Background: an optimization exercise with open tools, aiming at small area, a short achievable clock period and few clock cycles. Do not read the settings as production practice.
The RTL was checked by simulation tests, not by an equivalence proof against the original design.

==> flow/design.v <==
package kes_pkg;
	localparam logic signed [34:0] QUARTER_PI = 35'sd843314856;
	localparam logic signed [34:0] HALF_PI    = 35'sd1686629713;
	localparam logic [30:0]        ONE30      = 31'h4000_0000;
	localparam logic [30:0]        Q_LIMIT    = 31'h2000_0000;
	localparam logic [27:0]        DQ_MAX     = 28'h800_0000;
	function automatic logic [7:0] horner_k(input logic [3:0] idx);
		logic [7:0] k;
		case (idx)
			4'd0:    k = 8'd110;
			4'd1:    k = 8'd72;
			4'd2:    k = 8'd42;
			4'd3:    k = 8'd20;
			4'd4:    k = 8'd6;
			4'd5:    k = 8'd132;
			4'd6:    k = 8'd90;
			4'd7:    k = 8'd56;
			4'd8:    k = 8'd30;
			4'd9:    k = 8'd12;
			default: k = 8'd2;
		endcase
		horner_k = k;
	endfunction
	function automatic logic [30:0] horner_r(input logic [3:0] idx);
		logic [30:0] r;
		case (idx)
			4'd0:    r = 31'd39045157;
			4'd1:    r = 31'd59652323;
			4'd2:    r = 31'd102261126;
			4'd3:    r = 31'd214748364;
			4'd4:    r = 31'd715827882;
			4'd5:    r = 31'd32537631;
			4'd6:    r = 31'd47721858;
			4'd7:    r = 31'd76695844;
			4'd8:    r = 31'd143165576;
			4'd9:    r = 31'd357913941;
			default: r = 31'd0;
		endcase
		horner_r = r;
	endfunction
endpackage
module kes_ctrl #(
	parameter int NDIV = 8
) (
	input  logic        clk,
	input  logic        arst_n,
	input  logic        start,
	input  logic        big,       
	input  logic        finish,    
	output logic        load,
	output logic        run,
	output logic        div,
	output logic        upd,
	output logic [23:0] cw,
	output logic        busy,
	output logic        done
);
	typedef enum logic [2:0] {
		S_IDLE = 3'd0,
		S_RUN  = 3'd1,
		S_DIV  = 3'd2,
		S_UPD  = 3'd3,
		S_DONE = 3'd4
	} state_t;
	function automatic logic [23:0] rom(input logic [4:0] pc);
		logic [5:0] sa;
		logic [4:0] sb;
		logic [3:0] sr, op, kc;
		sa = '0; sb = '0; sr = 4'd15; op = 4'd0; kc = 4'd0;
		case (pc)
			5'd0:  begin op = 4'd1; end
			5'd1:  begin sa = 6'b000001; sb = 5'b00001; end
			5'd2:  begin sa = 6'b000010; sr = 4'd0; op = 4'd2; end
			5'd3:  begin sa = 6'b000100; sr = 4'd5; op = 4'd5; kc = 4'd0; end
			5'd4:  begin sa = 6'b000100; sb = 5'b00010; op = 4'd6; kc = 4'd5; end
			5'd5:  begin sa = 6'b000100; sb = 5'b00100; op = 4'd3; end
			5'd6:  begin sa = 6'b001000; sr = 4'd1; op = 4'd4; end
			5'd7:  begin sa = 6'b010000; sr = 4'd6; op = 4'd5; kc = 4'd1; end
			5'd8:  begin sa = 6'b000100; sb = 5'b00010; op = 4'd6; kc = 4'd6; end
			5'd9:  begin sa = 6'b000100; sb = 5'b00100; op = 4'd3; end
			5'd10: begin sa = 6'b001000; sr = 4'd2; op = 4'd4; end
			5'd11: begin sa = 6'b010000; sr = 4'd7; op = 4'd5; kc = 4'd2; end
			5'd12: begin sa = 6'b000100; sb = 5'b00010; op = 4'd6; kc = 4'd7; end
			5'd13: begin sa = 6'b000100; sb = 5'b00100; op = 4'd3; end
			5'd14: begin sa = 6'b001000; sr = 4'd3; op = 4'd4; end
			5'd15: begin sa = 6'b010000; sr = 4'd8; op = 4'd5; kc = 4'd3; end
			5'd16: begin sa = 6'b000100; sb = 5'b00010; op = 4'd6; kc = 4'd8; end
			5'd17: begin sa = 6'b000100; sb = 5'b00100; op = 4'd3; end
			5'd18: begin sa = 6'b001000; sr = 4'd4; op = 4'd4; end
			5'd19: begin sa = 6'b010000; sr = 4'd9; op = 4'd5; kc = 4'd4; end
			5'd20: begin sa = 6'b000001; sb = 5'b00010; op = 4'd6; kc = 4'd9; end
			5'd21: begin sa = 6'b100000; sb = 5'b01000; end
			5'd22: begin sa = 6'b000100; sb = 5'b00100; op = 4'd7; end
			5'd23: begin sa = 6'b100000; sb = 5'b10000; end
			5'd24: begin op = 4'd8; end
			default: ;
		endcase
		rom = {sa, sb, sr, op, kc, 1'b0};
	endfunction
	localparam logic [4:0] PC_LAST = 5'd24;
	state_t      state_q, state_n;
	logic [4:0]  pc_q, pc_n;
	logic [$clog2(NDIV)-1:0] divc_q, divc_n;
	logic [23:0] cw_q, cw_n;
	always_comb begin
		state_n = state_q;
		pc_n    = '0;
		divc_n  = '0;
		load    = 1'b0;
		unique case (state_q)
			S_IDLE, S_DONE: begin
				if (start) begin
					load    = 1'b1;
					state_n = S_RUN;
				end else begin
					state_n = S_IDLE;
				end
			end
			S_RUN: begin
				pc_n = pc_q + 5'd1;
				if (pc_q == PC_LAST)
					state_n = big ? S_UPD : S_DIV;
			end
			S_DIV: begin
				divc_n = divc_q + 1'b1;
				if (divc_q == ($clog2(NDIV))'(NDIV - 1))
					state_n = S_UPD;
			end
			S_UPD: begin
				state_n = finish ? S_DONE : S_RUN;
			end
			default: state_n = S_IDLE;
		endcase
		cw_n = (state_n == S_RUN) ? rom(pc_n) : '0;
	end
	always_ff @(posedge clk or negedge arst_n) begin
		if (!arst_n) begin
			state_q <= S_IDLE;
			pc_q    <= '0;
			divc_q  <= '0;
			cw_q    <= '0;
		end else begin
			state_q <= state_n;
			pc_q    <= pc_n;
			divc_q  <= divc_n;
			cw_q    <= cw_n;
		end
	end
	assign run  = state_q == S_RUN;
	assign div  = state_q == S_DIV;
	assign upd  = state_q == S_UPD;
	assign cw   = cw_q;
	assign busy = (state_q != S_IDLE) && (state_q != S_DONE);
	assign done = state_q == S_DONE;
endmodule
module kes_datapath #(
	parameter int MAX_ITERATIONS = 30,
	parameter int DSTAGES = 2,
	localparam int CW = $clog2(MAX_ITERATIONS + 1),
	localparam int QB = 2 * DSTAGES * ((31 + 2 * DSTAGES - 1) / (2 * DSTAGES))
) (
	input  logic               clk,
	input  logic               load,
	input  logic               run,
	input  logic               div,
	input  logic               upd,
	input  logic [23:0]        cw,
	input  logic signed [31:0] mean_anomaly,
	input  logic [27:0]        eccentricity,
	input  logic [27:0]        tolerance,
	output logic               big,
	output logic               finish,
	output logic signed [31:0] eccentric_anomaly,
	output logic [4:0]         step_count,
	output logic               converged
);
	logic [5:0] sa;
	logic [4:0] sb;
	logic [3:0] sr, op, kc;
	assign {sa, sb, sr, op, kc} = cw[23:1];
	logic do_fold, do_yn, do_ns, do_nc, do_ts, do_tc, do_pes, do_chk;
	assign do_fold = run && (op == 4'd1);
	assign do_yn   = run && (op == 4'd2);
	assign do_ns   = run && (op == 4'd3);
	assign do_nc   = run && (op == 4'd4);
	assign do_ts   = run && (op == 4'd5);
	assign do_tc   = run && (op == 4'd6);
	assign do_pes  = run && (op == 4'd7);
	assign do_chk  = run && (op == 4'd8);
	logic signed [31:0] m_q, ea_q;
	logic [27:0]        e_q;
	logic [CW-1:0]      cnt_q;
	logic               conv_q;
	logic [29:0]        a_q;
	logic               xneg_q;
	logic [1:0]         quad_q;
	logic [60:28]       prod_q;
	logic [29:0]        y_q, ns_q, nc_q;
	logic [30:0]        ts_q, tc_q;
	logic [30:0]        pes_q;
	logic               fneg_q, fzero_q, big_q;
	logic [30:0]        d_q;
	logic [30:0]        rem_q;
	logic [QB-1:0]      rq_q;
	logic signed [34:0] x0, xf;
	logic signed [3:0]  kf;
	logic [34:0]        xabs;
	localparam logic signed [34:0] FT0 = 35'sd843314856;
	localparam logic signed [34:0] FT1 = 35'sd2529944569;
	localparam logic signed [34:0] FT2 = 35'sd4216574282;
	localparam logic signed [34:0] FT3 = 35'sd5903203995;
	localparam logic signed [34:0] FT4 = 35'sd7589833708;
	always_comb begin
		x0 = $signed({ea_q[31], ea_q, 2'b00});
		kf = 4'(x0 > FT0) + 4'(x0 > FT1) + 4'(x0 > FT2) + 4'(x0 > FT3) + 4'(x0 > FT4)
		   - 4'(x0 < -FT0) - 4'(x0 < -FT1) - 4'(x0 < -FT2) - 4'(x0 < -FT3) - 4'(x0 < -FT4);
		case (kf)
			4'sd1:   xf = x0 - 35'sd1686629713;
			4'sd2:   xf = x0 - 35'sd3373259426;
			4'sd3:   xf = x0 - 35'sd5059889139;
			4'sd4:   xf = x0 - 35'sd6746518852;
			4'sd5:   xf = x0 - 35'sd8433148565;
			-4'sd1:  xf = x0 + 35'sd1686629713;
			-4'sd2:  xf = x0 + 35'sd3373259426;
			-4'sd3:  xf = x0 + 35'sd5059889139;
			-4'sd4:  xf = x0 + 35'sd6746518852;
			-4'sd5:  xf = x0 + 35'sd8433148565;
			default: xf = x0;
		endcase
		xabs = xf[34] ? 35'(-xf) : 35'(xf);
	end
	logic [29:0] mul_a;
	logic [30:0] mul_b, rconst, cr_n;
	logic [60:0] prod_n;
	assign rconst = kes_pkg::horner_r(sr);
	assign cr_n = kes_pkg::ONE30 - {1'b0, prod_q[60:31]};
	always_comb begin
		mul_a = ({30{sa[0]}} & a_q)
		      | ({30{sa[1]}} & prod_q[59:30])
		      | ({30{sa[2]}} & y_q)
		      | ({30{sa[3]}} & ns_q)
		      | ({30{sa[4]}} & nc_q)
		      | ({30{sa[5]}} & {2'b0, e_q});
		mul_b = ({31{sb[0]}} & {1'b0, a_q})
		      | ({31{sb[1]}} & ts_q)
		      | ({31{sb[2]}} & tc_q)
		      | ({31{sb[3]}} & prod_q[60:30])
		      | ({31{sb[4]}} & cr_n)
		      | rconst;
	end
	assign prod_n = 61'(mul_a) * 61'(mul_b);
	logic [29:0] nsel;
	logic [28:0] qe;
	logic [7:0]  kk;
	logic [8:0]  rr9;
	logic        cup;
	logic [30:0] t_n;
	assign nsel = do_tc ? nc_q : ns_q;
	assign qe   = prod_q[60:32];
	assign kk   = kes_pkg::horner_k(kc);
	assign rr9  = nsel[8:0] - 9'(qe[8:0] * kk);
	assign cup  = rr9 >= {1'b0, kk};
	assign t_n  = kes_pkg::ONE30 - 31'(qe) - 31'(cup);
	logic [30:0]        p_sr, p_cr;
	logic               sneg, cneg;
	logic [30:0]        ps_mag, pc_mag;
	logic signed [31:0] es_n, ec_n;
	logic signed [32:0] diff, d33;
	logic signed [35:0] f_n;
	logic [30:0]        d_n;
	logic [35:0]        mag;
	assign p_sr = pes_q;
	assign p_cr = prod_q[58:28];
	always_comb begin
		case (quad_q)
			2'd0:    begin ps_mag = p_sr; sneg = xneg_q;  pc_mag = p_cr; cneg = 1'b0; end
			2'd1:    begin ps_mag = p_cr; sneg = 1'b0;    pc_mag = p_sr; cneg = !xneg_q; end
			2'd2:    begin ps_mag = p_sr; sneg = !xneg_q; pc_mag = p_cr; cneg = 1'b1; end
			default: begin ps_mag = p_cr; sneg = 1'b1;    pc_mag = p_sr; cneg = xneg_q; end
		endcase
		es_n = sneg ? -$signed({1'b0, ps_mag}) : $signed({1'b0, ps_mag});
		ec_n = cneg ? -$signed({1'b0, pc_mag}) : $signed({1'b0, pc_mag});
	end
	assign diff = $signed({ea_q[31], ea_q}) - $signed({m_q[31], m_q});
	assign f_n  = ($signed({{3{diff[32]}}, diff}) <<< 2) - $signed({{4{es_n[31]}}, es_n});
	assign d33  = $signed({2'b0, kes_pkg::ONE30}) - $signed({ec_n[31], ec_n});
	assign d_n  = (d33 < 33'sd1) ? 31'd1 : d33[30:0];
	assign mag  = f_n[35] ? 36'(-f_n) : 36'(f_n);
	assign big  = (mag[35:33] != 3'd0) || (mag[32:0] >= {1'b0, d_n, 1'b0});
	logic [32:0] d1, d2, d3;
	logic [30:0] rem_s [DSTAGES+1];
	logic [QB-1:0] rq_s [DSTAGES+1];
	assign d1 = {2'b0, d_q};
	assign d2 = {1'b0, d_q, 1'b0};
	assign d3 = d1 + d2;
	always_comb begin
		logic [32:0] sh;
		rem_s[0] = rem_q;
		rq_s[0]  = rq_q;
		for (int i = 0; i < DSTAGES; i++) begin
			sh = {rem_s[i], rq_s[i][QB-1:QB-2]};
			if (sh >= d3) begin
				rem_s[i+1] = 31'(sh - d3);
				rq_s[i+1]  = {rq_s[i][QB-3:0], 2'd3};
			end else if (sh >= d2) begin
				rem_s[i+1] = 31'(sh - d2);
				rq_s[i+1]  = {rq_s[i][QB-3:0], 2'd2};
			end else if (sh >= d1) begin
				rem_s[i+1] = 31'(sh - d1);
				rq_s[i+1]  = {rq_s[i][QB-3:0], 2'd1};
			end else begin
				rem_s[i+1] = sh[30:0];
				rq_s[i+1]  = {rq_s[i][QB-3:0], 2'd0};
			end
		end
	end
	logic [30:0]        q;
	logic [31:0]        qp2;
	logic [27:0]        dq;
	logic signed [33:0] ea_w, dq_s, ea_n;
	logic signed [31:0] ea_sat;
	logic [CW-1:0]      cnt_next;
	logic               conv_n;
	assign q    = rq_q[30:0];
	assign qp2  = {1'b0, q} + 32'd2;
	assign dq   = (big_q || (q > kes_pkg::Q_LIMIT)) ? kes_pkg::DQ_MAX : qp2[29:2];
	assign ea_w = $signed({{2{ea_q[31]}}, ea_q});
	assign dq_s = $signed({6'b0, dq});
	always_comb begin
		if (fzero_q)
			ea_n = ea_w;
		else if (fneg_q)
			ea_n = ea_w + dq_s;
		else
			ea_n = ea_w - dq_s;
		if (ea_n > 34'sd2147483647)
			ea_sat = 32'sh7fff_ffff;
		else if (ea_n < -34'sd2147483648)
			ea_sat = 32'sh8000_0000;
		else
			ea_sat = ea_n[31:0];
	end
	assign cnt_next = cnt_q + CW'(1);
	assign conv_n   = dq <= tolerance;
	assign finish   = conv_n || (cnt_next == CW'(MAX_ITERATIONS));
	always_ff @(posedge clk) begin
		if (load) begin
			m_q   <= mean_anomaly;
			ea_q  <= mean_anomaly;
			e_q   <= eccentricity;
			cnt_q <= '0;
		end
		if (do_fold) begin
			a_q    <= xabs[29:0];
			xneg_q <= xf[34];
			quad_q <= kf[1:0];
		end
		prod_q <= prod_n[60:28];
		if (do_yn) begin
			y_q  <= prod_q[59:30];
			ns_q <= prod_q[59:30];
			nc_q <= prod_q[59:30];
		end
		if (do_ns)
			ns_q <= prod_q[59:30];
		if (do_nc)
			nc_q <= prod_q[59:30];
		if (do_ts)
			ts_q <= t_n;
		if (do_tc)
			tc_q <= t_n;
		if (do_pes)
			pes_q <= prod_q[58:28];
		if (do_chk) begin
			fneg_q  <= f_n[35];
			fzero_q <= f_n == 36'sd0;
			big_q   <= big;
			d_q     <= d_n;
			rem_q   <= 31'(mag >> (QB - 30));
			rq_q    <= {mag[QB-31:0], 30'b0};
		end
		if (div) begin
			rem_q <= rem_s[DSTAGES];
			rq_q  <= rq_s[DSTAGES];
		end
		if (upd) begin
			ea_q   <= ea_sat;
			cnt_q  <= cnt_next;
			conv_q <= conv_n;
		end
	end
	assign eccentric_anomaly = ea_q;
	assign step_count        = 5'(cnt_q);
	assign converged         = conv_q;
endmodule
module kepler_equation_solver_unit #(
	parameter int MAX_ITERATIONS = 30
) (
	input  logic             clk,
	input  logic             arst_n,
	input  logic             start,
	output logic             busy,
	input  logic [31:0]      mean_anomaly,
	input  logic [27:0]      eccentricity,
	output logic             done,
	output logic [31:0]      eccentric_anomaly,
	output logic [4:0]       step_count,
	output logic             converged,
	input  logic             psel,
	input  logic             penable,
	input  logic             pwrite,
	input  logic [2:0]       paddr,
	input  logic [31:0]      pwdata,
	output logic [31:0]      prdata,
	output logic             pready
);
	localparam int DSTAGES = 2;
	localparam int NDIV    = (31 + 2 * DSTAGES - 1) / (2 * DSTAGES);
	logic [27:0] tol_q;
	logic        load, run, div, upd, big, finish;
	logic [23:0] cw;
	assign pready = 1'b1;
	assign prdata = (paddr[2] == 1'b0) ? {4'b0, tol_q} : 32'd0;
	always_ff @(posedge clk or negedge arst_n) begin
		if (!arst_n)
			tol_q <= 28'd1;
		else if (psel && penable && pwrite && (paddr[2] == 1'b0))
			tol_q <= pwdata[27:0];
	end
	kes_ctrl #(
		.NDIV (NDIV)
	) u_ctrl (
		.clk    (clk),
		.arst_n (arst_n),
		.start  (start),
		.big    (big),
		.finish (finish),
		.load   (load),
		.run    (run),
		.div    (div),
		.upd    (upd),
		.cw     (cw),
		.busy   (busy),
		.done   (done)
	);
	kes_datapath #(
		.MAX_ITERATIONS (MAX_ITERATIONS),
		.DSTAGES        (DSTAGES)
	) u_datapath (
		.clk               (clk),
		.load              (load),
		.run               (run),
		.div               (div),
		.upd               (upd),
		.cw                (cw),
		.mean_anomaly      (mean_anomaly),
		.eccentricity      (eccentricity),
		.tolerance         (tol_q),
		.big               (big),
		.finish            (finish),
		.eccentric_anomaly (eccentric_anomaly),
		.step_count        (step_count),
		.converged         (converged)
	);
endmodule
==> flow/run.sh <==
#!/bin/bash
# synth_recipe.tcl (not shown) runs the flow's synth.tcl, then flattens the netlist and writes it again
# the make line also repeats each setting of config.mk as NAME=value (left out here)
make -C /OpenROAD-flow-scripts/flow DESIGN_CONFIG=/design/flow/config.mk WORK_HOME=/design/flow/orfs CLKGATE_MAP_FILE= SYNTH_SCRIPT=/design/flow/synth_recipe.tcl finish
==> flow/config.mk <==
export PLATFORM = sky130hd
export DESIGN_NAME = kepler_equation_solver_unit
export DESIGN_NICKNAME = kepler_equation_solver_unit
export VERILOG_FILES = /design/flow/design.v
export SDC_FILE = /design/flow/constraint.sdc
export NUM_CORES = 4
export LEC_CHECK = 0
export CAP_MARGIN = 20
export CORE_MARGIN = 2
export CORE_UTILIZATION = 40
export SLEW_MARGIN = 20
==> flow/constraint.sdc <==
create_clock -name core_clock -period 13.0 [get_ports {clk}]
set_input_delay 2.6000 -clock core_clock [delete_from_list [all_inputs] [get_ports {clk}]]
set_output_delay 2.6000 -clock core_clock [all_outputs]
set_load 0.01 [all_outputs]
==> summary.txt <==
Worst setup path:
- The largest stage delay on the critical path is 0.86 ns.
- The required arrival time at the worst endpoint is 13.41 ns.
- The worst setup path is launched from a flop.
- The type of element capturing the critical path is a flop.
- The critical-path cell with the highest stage delay is a2111oi_0.
- The critical path in this run is classified as flop to flop.
- Data on the critical path arrives at its endpoint at 11.87 ns.
- The critical path's most frequent cell is fa_1.
- Of all nets on the critical path, the largest fanout is 15.

Cells and area:
- The number of fill cells is 20500.
- The share of post-route cells with drive strength above 1 is 4.96%.
- The most common cell after layout, fill and taps aside is inv_1.
- The utilization of the core after routing is 43.7%.
- The antenna diode instance count is 0.
- The growth of design area from synthesis to finish is 8.32%.
- At the end of the flow, the number of nets in the layout was 11600.
- Registers take 14600 sq um.
- Summing all multi-input logic gate instances after layout gives 62900 sq um.
- In the layout the commonest cells are 1231 x inv_1, 1229 x nand2_1, 839 x fa_1.

Die:
- The core area is 208000 sq um.
- The initial utilization of the core area, before any placement, comes to 40.3%.
- The floorplan step defined a die boundary enclosing 213000 sq um.
- In this run the vertical extent of the chip is 462 microns.
- The cell row count is 167.
- In this run the count of I/O pins placed on the die edge is 174.
- In this run the horizontal extent of the chip is 462 microns.

Clocking:
- TritonCTS built the clock tree.
- TritonCTS created 61 clock buffers.
- The maximum clock path buffer count is 3.
- The clock insertion delay at the later pin of the skew report is 0.70 ns.
- The H-tree generated during clock tree synthesis spans 2 levels.
- Clock tree synthesis selected as its root buffer the cell clkbuf_16.
- Counting every sink on the clock net gives 506.
- Clock-pin slew was measured on the worst setup and hold paths at 0.06 ns.
- The number of hold buffers added after cts is 0.
- Buffers added to address setup during post-CTS repair amount to 0.
- Post-CTS repair changed the size of 0 cells.

STA:
- The number of failing setup endpoints in the final timing report is 0.
- The worst slew margin relative to its limit is 22.1%.
- The minimum period implied by the final worst setup slack is 11.46 ns.
- The achievable frequency is 87.3 MHz.
- The final max-slew violation count is 0.
- The slew at the pin with the worst max-slew slack is 1.15 ns.
- The sum of negative setup slack is 0 ns.
- The period utilization is 88.1%.
- Setup repair after global routing left no endpoint under its margin.
- The total count of hold-check failures in the final report is 0.
- The maximum clock skew at final layout is 0.0365 ns.

Synthesis:
- In this run, synthesis inferred 411 flip-flops with an integrated enable.
- The sequential area share after synthesis is 17.4%.
- The async set-reset flop share out of synthesis is 12.3%.
- Synthesis inferred 506 register bits.
- The cell count after synthesis is 9855.
- The count of yosys warnings during synthesis is 5.
- The number of distinct library cells after synthesis is 109.
- A synthesized cell averages 8.50 sq um.
- The leading register cell type out of synthesis is edfxtp_1.
- The mapped netlist covers 83800 sq um.

Global routing:
- The global router's overall resource usage is 27.0%.
- The met2 usage in global routing is 42.5%.
- The overall overflow remaining after global route is 0.
- The global routing stage identified its most utilized layer as met2.
- The number of antenna violations at the first check in global routing is 7.
- The via count of the first global-routing pass came to 72500.
- The global-route wire length before repair is 444000 microns.
- For this run, global-route usage on met1 was measured as 38.6%.
- For met3 alone, demand over resource in global routing was 3.09%.
- The largest net degree at the start of global routing is 150.

Drt:
- For this run, design rule violations remaining after detail routing come to 0.
- The routed layout has 73700 vias.
- The final layout contains routed wiring with a total length of 291000 microns.
- The routed length per placed instance is 23.0 microns.
- In the routed layout, each cell is associated on average with a via count of 5.82.
- The number of DRC markers after the initial detailed-route iteration is 7014.
- The number of iterations in the first detailed-routing pass is 6.
- The count of nets left with antenna violations once routing finished came out at 0.

Placed design:
- Input and output buffers added on the ports amount to 162.
- The global placement routability congestion is 0.968.
- Summed over all nets, the half-perimeter wirelength after detailed placement is 232000 microns.

Flow run:
- The reported max-cap violation count is 0.

Hold path:
- The path class of the tightest hold or removal check is flop to flop.

Run status:
- The run finished with no timing, DRC or antenna violations.
## worst paths after layout
kind | startpoint | to | slack, ns | cells past startpoint
worst min register to register | u_ctrl.divc_q[0] | u_ctrl.divc_q[0] | 0.45 | 1
worst max register to register | u_datapath.ea_q[6] | u_datapath.a_q[29] | 1.54 | 35
max in group asynchronous | arst_n | u_ctrl.cw_q[3] | 10.19 | 2
min in group asynchronous | arst_n | tol_q[27] | 2.11 | 2
worst min-delay path | u_ctrl.divc_q[0] | u_ctrl.divc_q[0] | 0.45 | 1
worst max-delay path | u_datapath.ea_q[6] | u_datapath.a_q[29] | 1.54 | 35
## per-layer routing
| metal | vias up | share of wire (%) |
|---|---|---|
| li1 | 33600 | - |
| met1 | 36600 | 45 |
| met2 | 2962 | 45 |
| met3 | 465 | 7.2 |
| met4 | 4 | 3.6 |
| met5 | - | 0.0089 |
## state kept, by name, summed over array words and instances (netlist names), 2 cells and up
signal             flops
tol_q                 28
u_ctrl.cw_q           23
u_ctrl.divc_q          3
u_ctrl.pc_q            5
u_ctrl.state_q         3
u_datapath.a_q        30
u_datapath.cnt_q       5
u_datapath.d_q        31
u_datapath.e_q        28
u_datapath.ea_q       32
u_datapath.m_q        32
u_datapath.nc_q       30
u_datapath.ns_q       30
u_datapath.pes_q      31
u_datapath.prod_q     33
u_datapath.quad_q      2
u_datapath.rem_q      31
u_datapath.rq_q       32
u_datapath.tc_q       31
u_datapath.ts_q       31
u_datapath.y_q        30
## cells in the mapped netlist (24+ instances only)
| cell type | n | area, sq um |
|---|---|---|
| or3_1 | 47 | 294 |
| a21o_1 | 214 | 1610 |
| dfrtp_1 | 61 | 1530 |
| and3_1 | 90 | 563 |
| mux2_2 | 56 | 631 |
| o21bai_1 | 68 | 510 |
| clkbuf_1 | 410 | 1540 |
| nor2_1 | 639 | 2400 |
| nor3_1 | 182 | 911 |
| o211ai_1 | 75 | 563 |
| edfxtp_1 | 411 | 12300 |
| nor2b_1 | 143 | 895 |
| o22ai_1 | 31 | 194 |
| nand2_1 | 1229 | 4610 |
| o41ai_1 | 26 | 228 |
| a21oi_1 | 522 | 2610 |
| fa_1 | 839 | 16800 |
| inv_1 | 1231 | 4620 |
| o21a_1 | 82 | 616 |
| a22oi_1 | 164 | 1230 |
| xnor2_1 | 387 | 3390 |
| a211oi_1 | 63 | 473 |
| buf_1 | 48 | 180 |
| nor4_1 | 36 | 225 |
| and2_1 | 178 | 1110 |
| nand3_1 | 178 | 891 |
| mux2i_1 | 97 | 971 |
| or2_2 | 28 | 175 |
| and4_1 | 24 | 210 |
| o31ai_1 | 36 | 270 |
| ha_1 | 801 | 10000 |
| a211o_1 | 39 | 342 |
| nand2b_1 | 97 | 607 |
| dfxtp_1 | 33 | 661 |
| nand4_1 | 85 | 532 |
| o21ai_0 | 339 | 1700 |
| a22o_1 | 38 | 333 |
| a31oi_1 | 88 | 551 |
| xor2_1 | 227 | 1990 |
| a221oi_1 | 45 | 394 |
## cells by family (layout without fill, tap and decap cells)
logic type | count (synthesis) | after routing | share of synthesized area (%)
and+or+nand+nor | 3047 | 3047 | 16.9
DFF | 506 | 506 | 17.4
other | 2 | 5 | 0.00897
xor gates and xnor gates | 614 | 614 | 6.42
adders and majority gates | 1641 | 1641 | 32.0
AOI/OAI and AO/OA | 2164 | 2164 | 17.5
buffers and inverters | 1726 | 1732 | 7.80
muxes | 155 | 155 | 1.96
## critical path, delay by kind of cell, from the launching register on
| kind | cells | cell delay, ns |
|---|---|---|
| compound gates | 13 | 3.98 |
| fa+ha+maj | 7 | 3.06 |
| simple gates | 10 | 2.76 |
| flops | 1 | 0.74 |
| buf+inv | 4 | 0.47 |
| xor+xnor | 1 | 0.15 |
## metrics by stage
stage / hold WS [ns] / setup slack [ns] / cell area (sq um) / std cells
5_1_grt: 0.470 / 0.761 / 90700 / 12700
4_1_cts: 0.450 / 1.66 / 90700 / 12700
2_1_floorplan: 0.410 / 3.10 / 83800 / 9858
3_3_place_gp: 0.422 / 1.76 / 88800 / 12500
3_5_place_dp: 0.442 / 1.69 / 88800 / 12500
6_report: 0.448 / 1.54 / 90700 / 12700
## cell type report
class | count | share of cell area [%]
repair buffers | 373 | 3.54
clock inverters | 38 | 0.313
clock buffers | 77 | 1.84
well taps | 2788 | 3.84
flip-flops and latches | 506 | 16.0
multi-input cells | 7626 | 69.3
inverters | 1244 | 5.15
Testbench counts, summed over its fixed seeds: cycles 170,796.

-- what the ideal ports hide --
Ports are ideal in the flow. The routed layout listed here was re-timed in OpenROAD. Step 1 sets driving cells, clkbuf_16 on the clock port and buf_2 on the other inputs (assumed; they add their load-dependent delay and slew). Step 2 adds t to the input delays and takes it off the output delays; t is the mean of the earliest and latest rising clock arrival at the registers after step 1. Input paths then give back, and output paths get back, about the clock's delay inside the block. Three values: ideal, step 1, step 2; two values: the first two.
shift t [ns]: 0.742
setup WS [ns]: 1.545 / 1.545 / 1.545
hold slack, ns: 0.448 / 0.448 / 0.448
worst setup path at the end: register to register
cell pins on the clock port's net: 1
After both steps setup and hold are still met in this run. The setup slack of this run moves by 0.000 ns with the drivers and by 0.000 ns with both steps.
